Source: an optimization exercise on an open RTL-to-GDS flow (aim: a short achievable clock period and few clock cycles). Production flows keep margins and buffers that such runs may drop.
The RTL was checked by simulation tests, not by an equivalence proof against the original design.
Power is estimated from default activity; no workload was simulated.

$ cat flow/design.v
`timescale 1ns / 1ps
module crst_tsel #(
  parameter int N = 64
) (
  input  logic [N-1:0][31:0] tag,
  input  logic [N-1:0]       sel,
  input  logic [N-1:0]       pfill,
  input  logic [31:0]        psec,
  output logic [31:0]        q
);
  always_comb begin
    q = '0;
    for (int i = 0; i < N; i++) begin
      q = q | (tag[i] & {32{sel[i]}});
    end
    if (|(sel & pfill)) q = psec;
  end
endmodule
`timescale 1ns / 1ps
module crst_eq (
  input  logic [31:0] a,
  input  logic [31:0] b,
  input  logic        valid,
  input  logic        pfill,
  input  logic        eqp,
  output logic        match
);
  assign match = pfill ? eqp : (valid & (a == b));
endmodule
module crst_or64 (
  input  logic [63:0] a,
  output logic        y
);
  assign y = |a;
endmodule
module crst_or32 (
  input  logic [31:0] a,
  output logic        y
);
  assign y = |a;
endmodule
module crst_cmp #(
  parameter int N = 64
) (
  input  logic [31:0]        sector,
  input  logic [N-1:0][31:0] tag,
  input  logic [N-1:0]       valid,
  input  logic [N-1:0]       pfill,
  input  logic [31:0]        psec,
  input  logic [N-1:0]       voh,       
  input  logic [N-1:0]       below_fd,  
  output logic [N-1:0]       match,
  output logic               hit,
  output logic               hitv,      
  output logic               hitb,      
  output logic [5:0]         hslot
);
  logic eqp;
  assign eqp = (psec == sector);
  for (genvar i = 0; i < N; i++) begin : g_eq
    crst_eq u_eq (
      .a     (tag[i]),
      .b     (sector),
      .valid (valid[i]),
      .pfill (pfill[i]),
      .eqp   (eqp),
      .match (match[i])
    );
  end
  crst_or64 u_hit  (.a(match), .y(hit));
  crst_or64 u_hitv (.a(match & voh), .y(hitv));
  crst_or64 u_hitb (.a(match & below_fd), .y(hitb));
  for (genvar k = 0; k < 6; k++) begin : g_slot
    logic [31:0] sl;
    for (genvar j = 0; j < 32; j++) begin : g_b
      assign sl[j] = match[((j >> k) << (k + 1)) | (1 << k) | (j & ((1 << k) - 1))];
    end
    crst_or32 u_or (.a(sl), .y(hslot[k]));
  end
endmodule
`timescale 1ns / 1ps
module sector_cache_tags (
  input  logic        clk,
  input  logic        rst_n,
  input  logic        start,
  output logic        busy,
  input  logic [1:0]  in_func,
  input  logic [31:0] in_sector,
  output logic        out_strobe,
  output logic        out_hit,
  output logic [5:0]  out_slot,
  output logic        out_fetch,
  output logic        out_writeback,
  output logic [31:0] out_wb_sector,
  output logic        out_last
);
  localparam int N = 64;
  function automatic logic [N-1:0] pfx_or(input logic [N-1:0] x);
    logic [N-1:0] p;
    logic [N/8-1:0] g, gp;
    for (int j = 0; j < N/8; j++) begin
      for (int b = 0; b < 8; b++) begin
        p[8*j+b] = |(x[8*j +: 8] & (8'hff >> (7 - b)));
      end
      g[j] = |x[8*j +: 8];
    end
    gp[0] = 1'b0;
    for (int j = 1; j < N/8; j++) begin
      gp[j] = gp[j-1] | g[j-1];
    end
    for (int i = 0; i < N; i++) begin
      p[i] = p[i] | gp[i/8];
    end
    pfx_or = p;
  endfunction
  function automatic logic [5:0] enc(input logic [N-1:0] oh);
    logic [5:0] b;
    b = '0;
    for (int i = 0; i < N; i++) begin
      if (oh[i]) b = b | 6'(i);
    end
    enc = b;
  endfunction
  function automatic logic [3*N-1:0] search(input logic [N-1:0] r, input logic [N-1:0] m);
    logic [N-1:0] c, a, ia, ic, oh, vm, clr;
    c  = ~r;
    a  = c & m;
    ia = pfx_or(a);
    ic = pfx_or(c);
    if (ia[N-1]) begin
      oh  = a & ~(ia << 1);
      vm  = ia;
      clr = m & ~ia;
    end else if (ic[N-1]) begin
      oh  = c & ~(ic << 1);
      vm  = ic;
      clr = m | ~ic;
    end else begin
      oh  = m & ~(m << 1);
      vm  = m;
      clr = '1;
    end
    search = {oh, vm, clr};
  endfunction
  logic [N-1:0][31:0] tag_r;
  logic [N-1:0] valid_r;
  logic [N-1:0] dirty_r;
  logic [N-1:0] ref_r;
  logic [N-1:0] hm_r;      
  logic [N-1:0] voh_r;     
  logic [N-1:0] vm_r;      
  logic [N-1:0] clr_r;     
  logic [N-1:0] fd_r;      
  logic         pmiss_r;   
  logic [N-1:0] pvoh_r;    
  logic [N-1:0] pvm_r;     
  logic [31:0]  psec_r;    
  logic         busy_r;    
  logic         strobe_r;
  logic         hit_r;
  logic [5:0]   slot_r;
  logic         fetch_r;
  logic         wb_r;
  logic [31:0]  wbs_r;
  logic         last_r;
  assign busy          = busy_r;
  assign out_strobe    = strobe_r;
  assign out_hit       = hit_r;
  assign out_slot      = slot_r;
  assign out_fetch     = fetch_r;
  assign out_writeback = wb_r;
  assign out_wb_sector = wbs_r;
  assign out_last      = last_r;
  logic         take, take_acc, take_fl, fl_step, wr;
  logic [N-1:0] match;
  logic         hit, hitv, hitb;
  logic [5:0]   hslot, vslot, fslot;
  logic         vwb, any_d, more_d;
  logic [3*N-1:0] s_miss, s_hv;
  logic [N-1:0] pfill, hm_e, sel;
  logic [31:0]  stag;
  logic [N-1:0] below_fd, dirty_miss, fd_hit, fd_miss, fd_fl, fd_clean;
  crst_cmp #(.N(N)) u_cmp (
    .sector   (in_sector),
    .tag      (tag_r),
    .valid    (valid_r),
    .pfill    (pfill),
    .psec     (psec_r),
    .voh      (voh_r),
    .below_fd (below_fd),
    .match    (match),
    .hit      (hit),
    .hitv     (hitv),
    .hitb     (hitb),
    .hslot    (hslot)
  );
  crst_tsel #(.N(N)) u_tsel (
    .tag   (tag_r),
    .sel   (sel),
    .pfill (pfill),
    .psec  (psec_r),
    .q     (stag)
  );
  always_comb begin
    take     = rst_n & start & ~busy_r;
    take_acc = take & ~in_func[1];
    take_fl  = take & (in_func == 2'd2);
    fl_step  = busy_r | take_fl;
    wr       = in_func[0];
    pfill = pvoh_r & {N{pmiss_r}};
    hm_e  = pmiss_r ? pvm_r : hm_r;
    vslot = enc(voh_r);
    vwb   = |(voh_r & dirty_r);
    fslot  = enc(fd_r);
    any_d  = |fd_r;
    more_d = |(dirty_r & ~fd_r);
    sel  = fl_step ? fd_r : voh_r;
    s_miss = search((ref_r & ~clr_r) | voh_r, vm_r);
    s_hv   = search(ref_r | voh_r, hm_e);
    below_fd   = ~pfx_or(fd_r);
    dirty_miss = (dirty_r & ~voh_r) | (voh_r & {N{wr}});
    fd_fl      = (dirty_r & ~fd_r) & ~(pfx_or(dirty_r & ~fd_r) << 1);
    fd_clean   = (dirty_r & ~voh_r) & ~(pfx_or(dirty_r & ~voh_r) << 1);
    fd_hit     = (wr && hitb) ? match : fd_r;
    if (wr) begin
      fd_miss = |(voh_r & below_fd) ? voh_r : fd_r;
    end else begin
      fd_miss = |(voh_r & fd_r) ? fd_clean : fd_r;
    end
  end
  logic [N-1:0] ref_h, ref_m, dirty_h, dirty_m, fd_h, fd_m;
  logic [N-1:0] voh_h, vm_h, clr_h, voh_m, vm_m, clr_m;
  logic         pmiss_m;
  logic         hit_o_h, fetch_o_m, wb_o_m, last_o;
  logic [5:0]   slot_o_h, slot_o_m;
  logic [31:0]  wbs_o_m, wbs_o_fl;
  always_comb begin
    ref_h   = ref_r;
    dirty_h = dirty_r;
    fd_h    = fd_r;
    {voh_h, vm_h, clr_h} = {voh_r, vm_r, clr_r};
    ref_m   = ref_r;
    dirty_m = dirty_r;
    fd_m    = fd_r;
    {voh_m, vm_m, clr_m} = {voh_r, vm_r, clr_r};
    pmiss_m = 1'b0;
    if (fl_step) begin
      dirty_h = dirty_r & ~fd_r;
      dirty_m = dirty_r & ~fd_r;
      fd_h    = fd_fl;
      fd_m    = fd_fl;
    end else if (take_acc) begin
      ref_h   = ref_r | match;
      dirty_h = dirty_r | (match & {N{wr}});
      fd_h    = fd_hit;
      if (hitv) {voh_h, vm_h, clr_h} = s_hv;
      ref_m   = (ref_r & ~clr_r) | voh_r;
      dirty_m = dirty_miss;
      fd_m    = fd_miss;
      {voh_m, vm_m, clr_m} = s_miss;
      pmiss_m = 1'b1;
    end
    hit_o_h   = ~fl_step;
    slot_o_h  = fl_step ? fslot : hslot;
    slot_o_m  = fl_step ? fslot : vslot;
    fetch_o_m = ~fl_step;
    wb_o_m    = fl_step ? any_d : vwb;
    wbs_o_fl  = any_d ? stag : '0;
    wbs_o_m   = fl_step ? wbs_o_fl : (vwb ? stag : '0);
    last_o    = ~fl_step | ~more_d;
  end
  always_ff @(posedge clk) begin
    if (!rst_n) begin
      valid_r  <= '0;
      dirty_r  <= '0;
      ref_r    <= '0;
      hm_r     <= '1;
      voh_r    <= N'(1);
      vm_r     <= '1;
      clr_r    <= '0;
      fd_r     <= '0;
      pmiss_r  <= 1'b0;
      busy_r   <= 1'b0;
      strobe_r <= 1'b0;
    end else begin
      busy_r   <= fl_step & more_d;
      strobe_r <= fl_step | take_acc;
      valid_r  <= valid_r | pfill;
      hm_r     <= hm_e;
      if (hit) begin
        ref_r   <= ref_h;
        dirty_r <= dirty_h;
        fd_r    <= fd_h;
        {voh_r, vm_r, clr_r} <= {voh_h, vm_h, clr_h};
        pmiss_r <= 1'b0;
      end else begin
        ref_r   <= ref_m;
        dirty_r <= dirty_m;
        fd_r    <= fd_m;
        {voh_r, vm_r, clr_r} <= {voh_m, vm_m, clr_m};
        pmiss_r <= pmiss_m;
      end
    end
  end
  always_ff @(posedge clk) begin
    psec_r <= in_sector;
    pvoh_r <= voh_r;
    pvm_r  <= vm_r;
    last_r <= last_o;
    if (hit) begin
      hit_r   <= hit_o_h;
      slot_r  <= slot_o_h;
      fetch_r <= 1'b0;
      wb_r    <= fl_step & any_d;
      wbs_r   <= fl_step ? wbs_o_fl : '0;
    end else begin
      hit_r   <= 1'b0;
      slot_r  <= slot_o_m;
      fetch_r <= fetch_o_m;
      wb_r    <= wb_o_m;
      wbs_r   <= wbs_o_m;
    end
    for (int i = 0; i < N; i++) begin
      if (pfill[i]) begin
        tag_r[i] <= psec_r;
      end
    end
  end
endmodule
$ cat flow/run.sh
#!/bin/bash
# synth_recipe.tcl (not shown) runs the flow's synth.tcl, then flattens the netlist and writes it again
# the make line also repeats each setting of config.mk as NAME=value (left out here)
make -C /OpenROAD-flow-scripts/flow DESIGN_CONFIG=/design/flow/config.mk WORK_HOME=/design/flow/orfs CLKGATE_MAP_FILE= SYNTH_SCRIPT=/design/flow/synth_recipe.tcl finish
$ cat flow/config.mk
export PLATFORM = sky130hd
export DESIGN_NAME = sector_cache_tags
export DESIGN_NICKNAME = sector_cache_tags
export VERILOG_FILES = /design/flow/design.v
export SDC_FILE = /design/flow/constraint.sdc
export NUM_CORES = 4
export LEC_CHECK = 0
export CAP_MARGIN = 20
export CORE_MARGIN = 2
export CORE_UTILIZATION = 25
export PLACE_DENSITY = 0.33
export SETUP_SLACK_MARGIN = 2.5
export SLEW_MARGIN = 20
export SYNTH_HIERARCHICAL = 1
export SYNTH_MINIMUM_KEEP_SIZE = 0
export TNS_END_PERCENT = 100
$ cat flow/constraint.sdc
create_clock -name core_clock -period 6.0 [get_ports {clk}]
set_input_delay 1.2000 -clock core_clock [delete_from_list [all_inputs] [get_ports {clk}]]
set_output_delay 1.2000 -clock core_clock [all_outputs]
set_load 0.01 [all_outputs]
==> flow_summary.ini <==
[clock_tree]
htree_levels = 5
cts_tree = done
cts_inserted_buffers = 358
clk_latency_ns = 1.03
cts.reportedPaths.clkPinSlew_ns = 0.06
ctsRootBufferMaster = clkbuf_16
cts_hold_buf = 0
clk_path_buf_depth = 4
cts_sinks = 2765

[synthesis]
yosys_warnings = 8
synth.yosys.seq_area_share = 0.539
ys_types = 94
synth_nets = 12400
avgSynthCellArea_um2 = 11.4
ys_async_sr_fraction = 0
synth-seq-cells = 2765
syn_inst = 12300
syn-cell-area_um2 = 141000
synth_edf_count = 2048
ys.flop_type = edfxtp_1

[detailed_routing]
vias_per_cell = 5.59
met1_length_um = 340000
routed_wl_um = 816000
routed.top_layer = met5
drtIter0Drc = 13800
wl_met2_um = 377000
first_pass_iters = 7
num_vias = 122000
wire_per_inst_um = 37.4
ant_nets = 0
wl_met3_um = 48500
drc = 0

[timing]
period_needed_ns = 5.20
tightest_slew_ns = 1.18
fin_skew_ns = 0.0921
finalCritPeriodShare = 0.867
fmax_mhz = 192
rsz0062_at_grt = true
fin_tns_setup_ns = 0
relSlewSlack = 0.206
whs_ns = 0.426
final_max_slew_viol_count = 0
setup_viol = 0
hold_viol_final = 0

[global_routing]
grt_max_degree = 80
antenna_found_initial = 67
grt_use_total = 0.270
gr-total-overflow = 0
grt_pass1_vias = 118000
grt_first_pass_wirelength_um = 1070000

[place]
port_buffers = 80
detailed_place_hpwl_um = 593000
dp_cells = 20700
placed_area_um2 = 163000
place.gp.congestion = 0.966

[die]
boundaryPins = 81
die-area_um2 = 569000
start_util = 0.251
die_x_um = 754
row_count = 275
coreArea_um2 = 561000
die_h_um = 754

[worst_setup_path]
path_common_cell = buf_4
endpoint = slot_r[5]
r2r-start = psec_r[9]
cp-start-kind = input port
reg2reg_slack_ns = 0.86
startpoint = in_sector[0]
path_max_fanout = 9
slowest_stage = nor4_1
critPathArrivalTime_ns = 6.13
timing.rr.end = slot_r[5]
timing_worst_setup_path_type = in -> reg
crit_chain = buf_6 -> buf_12 -> xor2_1 -> nor4_1 -> nand4_1 -> buf_4 -> o31ai_2 -> buf_4 -> buf_4 -> nor4_1 -> nand4_1 -> or4_4 -> inv_8 -> buf_4 -> buf_6 -> buf_6 -> buf_6 -> buf_12 -> buf_8 -> buf_12 -> mux2i_1 -> a21oi_1 -> buf_4
cpPeakStageDelay_ns = 0.81
worstPathRequired_ns = 6.93
end_kind = register
worst-r2r-cell-count = 25

[finish]
area_growth_pct = 31.7
fillers = 56000
fin_nets = 14000
fin_area_um2 = 185000
drive_gt1_frac = 0.243
stdcell_count = 21800

[job]
maxCapViolCount = 0

[power_and_ir_drop]
powerDensity_nw_per_um2 = 266
power_leakage_uw = 0.0638
power_uw = 49300
vdd_ir_drop_max_mv = 0.245

[min_path]
min_path_type = reg -> reg

[outcome]
outcome = complete, no violations
kinds of logic after synthesis:
logic type      synth area share
simple gates               0.134
compound gates             0.161
xor+xnor                   0.130
buf+inv                   0.0247
mux                       0.0116
flops                      0.539
worst max-delay path: cells and delay by family:
| kind | cells | cell delay [ns] |
|---|---|---|
| buffers and inverters | 14 | 2.05 |
| XOR/XNOR | 1 | 0.19 |
| AO/OA/AOI/OAI | 2 | 0.98 |
| multiplexers | 1 | 0.12 |
| AND/OR/NAND/NOR | 5 | 1.47 |
synthesized netlist by cell type (82+ instances only):
cell / instances / share of area
nor2b_1: 86 / 0.0038
o21a_1: 82 / 0.0044
inv_1: 162 / 0.0043
edfxtp_1: 2048 / 0.44
o21ai_0: 393 / 0.014
xnor2_1: 192 / 0.012
nor4_1: 642 / 0.029
a21oi_1: 402 / 0.014
nand4_1: 362 / 0.016
nand2_1: 591 / 0.016
clkbuf_1: 615 / 0.016
a221oi_1: 602 / 0.037
a22o_1: 561 / 0.035
nor3b_1: 88 / 0.0047
xor2_1: 1888 / 0.12
nand2b_1: 159 / 0.0071
nor2_1: 523 / 0.014
dfxtp_1: 717 / 0.10
a31oi_1: 131 / 0.0058
and2_1: 266 / 0.012
nor3_1: 202 / 0.0072
nand3_1: 229 / 0.0081
a211oi_1: 119 / 0.0064
modules after synthesis, one instance, submodules excluded, excerpt:
module | cells inside | cell area (µm²)
sector_cache_tags | 7628 | 103000
crst_eq | 45 | 365
crst_or32 | 11 | 75.1
crst_or64 | 21 | 139
per-stage QoR:
step	worst slack, ns	utilization
3_5_place_dp	-1.26	0.292
4_1_cts	0.952	0.319
6_report	0.800	0.330
2_1_floorplan	1.26	-
5_1_grt	0.860	0.330
3_3_place_gp	-1.90	0.292
cell type report:
type	instances	area, µm²	share of cell area
timing repair buffer	1969	20800	0.112
tap	7479	9360	0.0505
sequential	2765	76000	0.410
multi-input combinational	8677	66400	0.359
clock inverter	179	1830	0.00989
clock buffer	479	9950	0.0537
inverter	164	652	0.00352
antenna	105	263	0.00142
cells in the final DEF, fill, tap and decap left out, drive strengths merged, types with 62 or more instances in the layout:
master,synthesis,final
nand2b,159,159
edfxtp,2048,2048
a31oi,131,131
mux2,78,78
inv,163,175
a21oi,402,402
xnor2,192,192
nand3,229,229
clkinv,1,126
dfxtp,717,717
nor2b,86,86
a211oi,119,119
buf,96,1886
o21a,82,82
a32oi,78,78
o31ai,120,120
or4,72,72
nor3,205,205
diode,0,105
mux2i,64,64
o21ai,394,394
xor2,1888,1888
nand2,591,591
nor3b,88,88
nor2,523,523
a22o,561,561
nand4,362,362
clkbuf,619,514
and2,268,268
nor4,653,653
a22oi,64,64
o22ai,62,62
a221oi,610,610
flip-flops by register name, indices dropped and copies added (netlist names), named ones only:
register / flops
last_r: 1
voh_r: 64
psec_r: 32
hit_r: 1
pvm_r: 64
ref_r: 64
wbs_r: 32
tag_r: 2048
slot_r: 6
fd_r: 64
wb_r: 1
pvoh_r: 64
strobe_r: 1
fetch_r: 1
pmiss_r: 1
valid_r: 64
busy_r: 1
hm_r: 64
clr_r: 64
vm_r: 64
layer usage:
| metal | global-route usage | vias to the layer above |
|---|---|---|
| met5 | 0 | - |
| met4 | 0.135 | 8 |
| met3 | 0.0344 | 1525 |
| met2 | 0.441 | 5975 |
| met1 | 0.353 | 63000 |
| li1 | - | 51400 |
worst min-delay path by stage:
stage | startpoint | end | slack, ns | cells past startpoint
floorplan | vm_r[42] | pvm_r[42] | 0.33 | 0
global placement | vm_r[54] | pvm_r[54] | 0.42 | 0
detailed placement | vm_r[58] | pvm_r[58] | 0.42 | 0
CTS | vm_r[30] | pvm_r[30] | 0.41 | 0
global route | vm_r[58] | pvm_r[58] | 0.43 | 0
finish | vm_r[52] | pvm_r[52] | 0.43 | 0
repair_timing:
| action | 4_1_cts | 5_1_grt |
|---|---|---|
| gates cloned | 19 | 44 |
| resized for setup | 347 | 870 |
| pin swaps | 80 | 250 |
| setup buffers | 107 | 171 |
| endpoints found under the setup margin | 429 | 429 |
where the power goes:
part | switching [µW] | internal, µW | total, µW
registers | 217 | 20700 | 21000
clock network | 9280 | 12800 | 22100
logic | 4120 | 2070 | 6190
total | 13600 | 35600 | 49300
Testbench counts, summed over its fixed seeds: cycles 5,147.

-- port drivers added, routing unchanged --
How much do the figures lean on ideal ports? The routed layout below was timed once more, with nothing changed but the port constraints. Step 1 sets driving cells, clkbuf_16 on the clock port and buf_2 on the other inputs (assumed; they add their load-dependent delay and slew). Step 2 times the ports against the registers' clock, not the clock port: input delays grow and output delays shrink by t, the midpoint of the rising clock arrivals with the driver on. Three values: ideal, step 1, step 2; two values: the first two.
t (ns): 1.114
slack for setup (ns): 0.800 / 0.795 / -0.319
latest minus earliest clock arrival (ns): 0.093 / 0.092
pins driven straight from the clock port: 1
With both steps, setup timing fails in this run, where it was met with ideal ports. For this run, drivers alone change the setup slack by -0.005 ns; drivers and shift together by -1.119 ns.
